Context: an optimization exercise on an open-source flow, tuned for small area, a short achievable clock period and few clock cycles per item. The choices shown serve that exercise and are no tape-out recipe. Function was checked by simulation only, so behaviour that the tests miss may differ from the original.

==> trial 30 <==
## add_seq_ctrl
module add_seq_ctrl
#(
    parameter int unsigned N     = add_seq_pkg::ADDSEQ_N,
    parameter int unsigned WORDS = add_seq_pkg::ADDSEQ_WORDS
) (
    input  logic             clk,
    input  logic             rst,
    input  logic             in_valid,
    output logic             in_ready,
    input  logic [N*WORDS-1:0] a,
    input  logic [N*WORDS-1:0] b,
    input  logic             cin,
    input  logic             sub,
    output logic             out_valid,
    input  logic             out_ready,
    output logic [N*WORDS-1:0] sum,
    output logic             cout
);
    localparam int unsigned W = N * WORDS;
    logic [W-1:0] b_eff;
    logic         c_eff;
    logic [W-1:0] add_sum;
    logic         add_cout;
    assign b_eff = sub ? ~b : b;
    assign c_eff = sub | cin;
    cla #(.N(W)) u_cla (
        .A    (a),
        .B    (b_eff),
        .Cin  (c_eff),
        .Sum  (add_sum),
        .Cout (add_cout)
    );
    logic         out_valid_q;    
    logic         skid_valid_q;   
    logic         in_ready_q;     
    logic [W:0]   res_q;          
    logic [W:0]   skid_q;
    logic accept, load_out;
    assign accept   = in_valid & in_ready_q;
    assign load_out = ~out_valid_q | out_ready;
  ...
==> flow/config.mk <==
export PLATFORM = sky130hd
export DESIGN_NAME = add_seq_ctrl
export DESIGN_NICKNAME = add_seq_ctrl
export VERILOG_FILES = /design/flow/design.v
export SDC_FILE = /design/flow/constraint.sdc
export NUM_CORES = 4
export LEC_CHECK = 0
export CAP_MARGIN = 20
export CORE_MARGIN = 2
export CORE_UTILIZATION = 40
export SLEW_MARGIN = 20
==> flow/constraint.sdc <==
create_clock -name core_clock -period 28.0 [get_ports {clk}]
set_input_delay 5.6000 -clock core_clock [delete_from_list [all_inputs] [get_ports {clk}]]
set_output_delay 5.6000 -clock core_clock [all_outputs]
set_load 0.01 [all_outputs]
standard.sh (not shown) runs the stock make flow with config.mk's settings and CLKGATE_MAP_FILE= SYNTH_SCRIPT=/design/flow/synth_recipe.tcl, a recipe that flattens the netlist after the stock synthesis.
==> flow/flow/run.sh <==
#!/bin/bash
# The standard layout (standard.sh) with changes to how it is made; the
# constraints (constraint.sdc) are the standard flow's, unchanged. ORFS keeps each tool's
# log in orfs/logs; this script's own output goes to standard.log.
MARGIN=19
bash standard.sh finish \
  "BUFFER_PORTS_ARGS=-buffer_cell sky130_fd_sc_hd__buf_1" \
  SETUP_SLACK_MARGIN=$MARGIN \
  PRE_RESIZE_TCL=$PWD/flow/pre_resize.tcl  "ABC_AREA=1" "DONT_USE_CELLS= sky130_fd_sc_hd__probe_p_8 sky130_fd_sc_hd__probec_p_8 sky130_fd_sc_hd__lpflow_bleeder_1 sky130_fd_sc_hd__lpflow_clkbufkapwr_1 sky130_fd_sc_hd__lpflow_clkbufkapwr_16 sky130_fd_sc_hd__lpflow_clkbufkapwr_2 sky130_fd_sc_hd__lpflow_clkbufkapwr_4 sky130_fd_sc_hd__lpflow_clkbufkapwr_8 sky130_fd_sc_hd__lpflow_clkinvkapwr_1 sky130_fd_sc_hd__lpflow_clkinvkapwr_16 sky130_fd_sc_hd__lpflow_clkinvkapwr_2 sky130_fd_sc_hd__lpflow_clkinvkapwr_4 sky130_fd_sc_hd__lpflow_clkinvkapwr_8 sky130_fd_sc_hd__lpflow_decapkapwr_12 sky130_fd_sc_hd__lpflow_decapkapwr_3 sky130_fd_sc_hd__lpflow_decapkapwr_4 sky130_fd_sc_hd__lpflow_decapkapwr_6 sky130_fd_sc_hd__lpflow_decapkapwr_8 sky130_fd_sc_hd__lpflow_inputiso0n_1 sky130_fd_sc_hd__lpflow_inputiso0p_1 sky130_fd_sc_hd__lpflow_inputiso1n_1 sky130_fd_sc_hd__lpflow_inputiso1p_1 sky130_fd_sc_hd__lpflow_inputisolatch_1 sky130_fd_sc_hd__lpflow_isobufsrc_1 sky130_fd_sc_hd__lpflow_isobufsrc_16 sky130_fd_sc_hd__lpflow_isobufsrc_2 sky130_fd_sc_hd__lpflow_isobufsrc_4 sky130_fd_sc_hd__lpflow_isobufsrc_8 sky130_fd_sc_hd__lpflow_isobufsrckapwr_16 sky130_fd_sc_hd__lpflow_lsbuf_lh_hl_isowell_tap_1 sky130_fd_sc_hd__lpflow_lsbuf_lh_hl_isowell_tap_2 sky130_fd_sc_hd__lpflow_lsbuf_lh_hl_isowell_tap_4 sky130_fd_sc_hd__lpflow_lsbuf_lh_isowell_4 sky130_fd_sc_hd__lpflow_lsbuf_lh_isowell_tap_1 sky130_fd_sc_hd__lpflow_lsbuf_lh_isowell_tap_2 sky130_fd_sc_hd__lpflow_lsbuf_lh_isowell_tap_4  sky130_fd_sc_hd__fa_1 sky130_fd_sc_hd__fa_2 sky130_fd_sc_hd__fa_4" "CORE_UTILIZATION=60" "CTS_CLUSTER_SIZE=24" "CTS_CLUSTER_DIAMETER=90" > standard.log 2>&1
==> flow/flow/pre_resize.tcl <==
# Sourced before the placement-stage repair_design: cap the fanout of every net
# so that wide nets (sub, the register enables) are split into buffer trees
# placed near their loads.
set_max_fanout 16 [current_design]
==> build 4 (differences from trial 30) <==
==> flow/flow/run.sh (replaced) <==
#!/bin/bash
# The standard layout (standard.sh), with two changes to how it is made:
#  - ports are buffered with sky130_fd_sc_hd__buf_1 instead of the delay buffer
#    buffer_ports picks by default;
#  - timing repair aims for extra setup slack, so the layout runs faster than
#    the 28 ns the constraints require.
# The constraints (constraint.sdc) are the standard flow's, unchanged. Each tool's log is in
# orfs/logs; this script's own output goes to standard.log.
MARGIN=19
bash standard.sh finish \
  "BUFFER_PORTS_ARGS=-buffer_cell sky130_fd_sc_hd__buf_1" \
  SETUP_SLACK_MARGIN=$MARGIN  "DONT_USE_CELLS= sky130_fd_sc_hd__probe_p_8 sky130_fd_sc_hd__probec_p_8 sky130_fd_sc_hd__lpflow_bleeder_1 sky130_fd_sc_hd__lpflow_clkbufkapwr_1 sky130_fd_sc_hd__lpflow_clkbufkapwr_16 sky130_fd_sc_hd__lpflow_clkbufkapwr_2 sky130_fd_sc_hd__lpflow_clkbufkapwr_4 sky130_fd_sc_hd__lpflow_clkbufkapwr_8 sky130_fd_sc_hd__lpflow_clkinvkapwr_1 sky130_fd_sc_hd__lpflow_clkinvkapwr_16 sky130_fd_sc_hd__lpflow_clkinvkapwr_2 sky130_fd_sc_hd__lpflow_clkinvkapwr_4 sky130_fd_sc_hd__lpflow_clkinvkapwr_8 sky130_fd_sc_hd__lpflow_decapkapwr_12 sky130_fd_sc_hd__lpflow_decapkapwr_3 sky130_fd_sc_hd__lpflow_decapkapwr_4 sky130_fd_sc_hd__lpflow_decapkapwr_6 sky130_fd_sc_hd__lpflow_decapkapwr_8 sky130_fd_sc_hd__lpflow_inputiso0n_1 sky130_fd_sc_hd__lpflow_inputiso0p_1 sky130_fd_sc_hd__lpflow_inputiso1n_1 sky130_fd_sc_hd__lpflow_inputiso1p_1 sky130_fd_sc_hd__lpflow_inputisolatch_1 sky130_fd_sc_hd__lpflow_isobufsrc_1 sky130_fd_sc_hd__lpflow_isobufsrc_16 sky130_fd_sc_hd__lpflow_isobufsrc_2 sky130_fd_sc_hd__lpflow_isobufsrc_4 sky130_fd_sc_hd__lpflow_isobufsrc_8 sky130_fd_sc_hd__lpflow_isobufsrckapwr_16 sky130_fd_sc_hd__lpflow_lsbuf_lh_hl_isowell_tap_1 sky130_fd_sc_hd__lpflow_lsbuf_lh_hl_isowell_tap_2 sky130_fd_sc_hd__lpflow_lsbuf_lh_hl_isowell_tap_4 sky130_fd_sc_hd__lpflow_lsbuf_lh_isowell_4 sky130_fd_sc_hd__lpflow_lsbuf_lh_isowell_tap_1 sky130_fd_sc_hd__lpflow_lsbuf_lh_isowell_tap_2 sky130_fd_sc_hd__lpflow_lsbuf_lh_isowell_tap_4  sky130_fd_sc_hd__fa_1 sky130_fd_sc_hd__fa_2 sky130_fd_sc_hd__fa_4" "CORE_UTILIZATION=60" "CTS_CLUSTER_SIZE=24" "CTS_CLUSTER_DIAMETER=90" > standard.log 2>&1
removed: flow/flow/pre_resize.tcl
==> out/results.ini <==
[routing]
met3_length_um = 9292

[logic_synthesis]
synth_top_family_by_area = compound AO/OA/AOI/OAI gates
ys_top_cells_by_count = 353 x xor2_1, 320 x ha_1, 259 x nand2_1, 257 x dfxtp_1, 257 x edfxtp_1
synthSimpleGateAreaFrac = 0.1108

[placement]
dp_hpwl_um = 75330

[status]
outcome = complete, no violations

[power_and_ir_drop]
p_int_mw = 1.707

[global_routing]
met2_usage = 0.6372

-- figures above: build 4

==> out/results.ini <==
[global_routing]
met2_usage = 0.6097

[power_and_ir_drop]
p_int_mw = 1.560

[status]
outcome = complete, no violations

[logic_synthesis]
synth_top_family_by_area = simple AND/OR/NAND/NOR gates
ys_top_cells_by_count = 1032 x nand2_1, 323 x xor2_1, 320 x ha_1, 320 x inv_1
synthSimpleGateAreaFrac = 0.2134

[routing]
met3_length_um = 8172

-- figures above: trial 30

Testbench counts of trial 30, summed over its fixed seeds: cycles 1,288, items 1,280.
Testbench counts of build 4, summed over its fixed seeds: cycles 1,288, items 1,280.

-- afterwards: timing with drivers on the ports --
Ports are ideal in the flow. The routed layouts listed here were re-timed in OpenROAD. Step 1 sets driving cells, clkbuf_16 on the clock port and buf_2 on the other inputs (assumed; they add their load-dependent delay and slew). Step 2 adds t to the input delays and takes it off the output delays; t is the mean of the earliest and latest rising clock arrival at the registers after step 1. Input paths then give back, and output paths get back, about the clock's delay inside the block. Slacks: ideal ports / drivers / drivers and shift; pairs: ideal ports / drivers.
run	shift t [ns]	setup slack, ns	cell pins on the clock port's net
trial 30	0.665	19.036 / 19.056 / 18.391	1
build 4	0.669	18.596 / 18.459 / 17.791	1
After both steps every run listed still meets setup and hold. The setup slack of build 4, which loses most, moves by -0.137 ns with the drivers and by -0.805 ns with both steps.
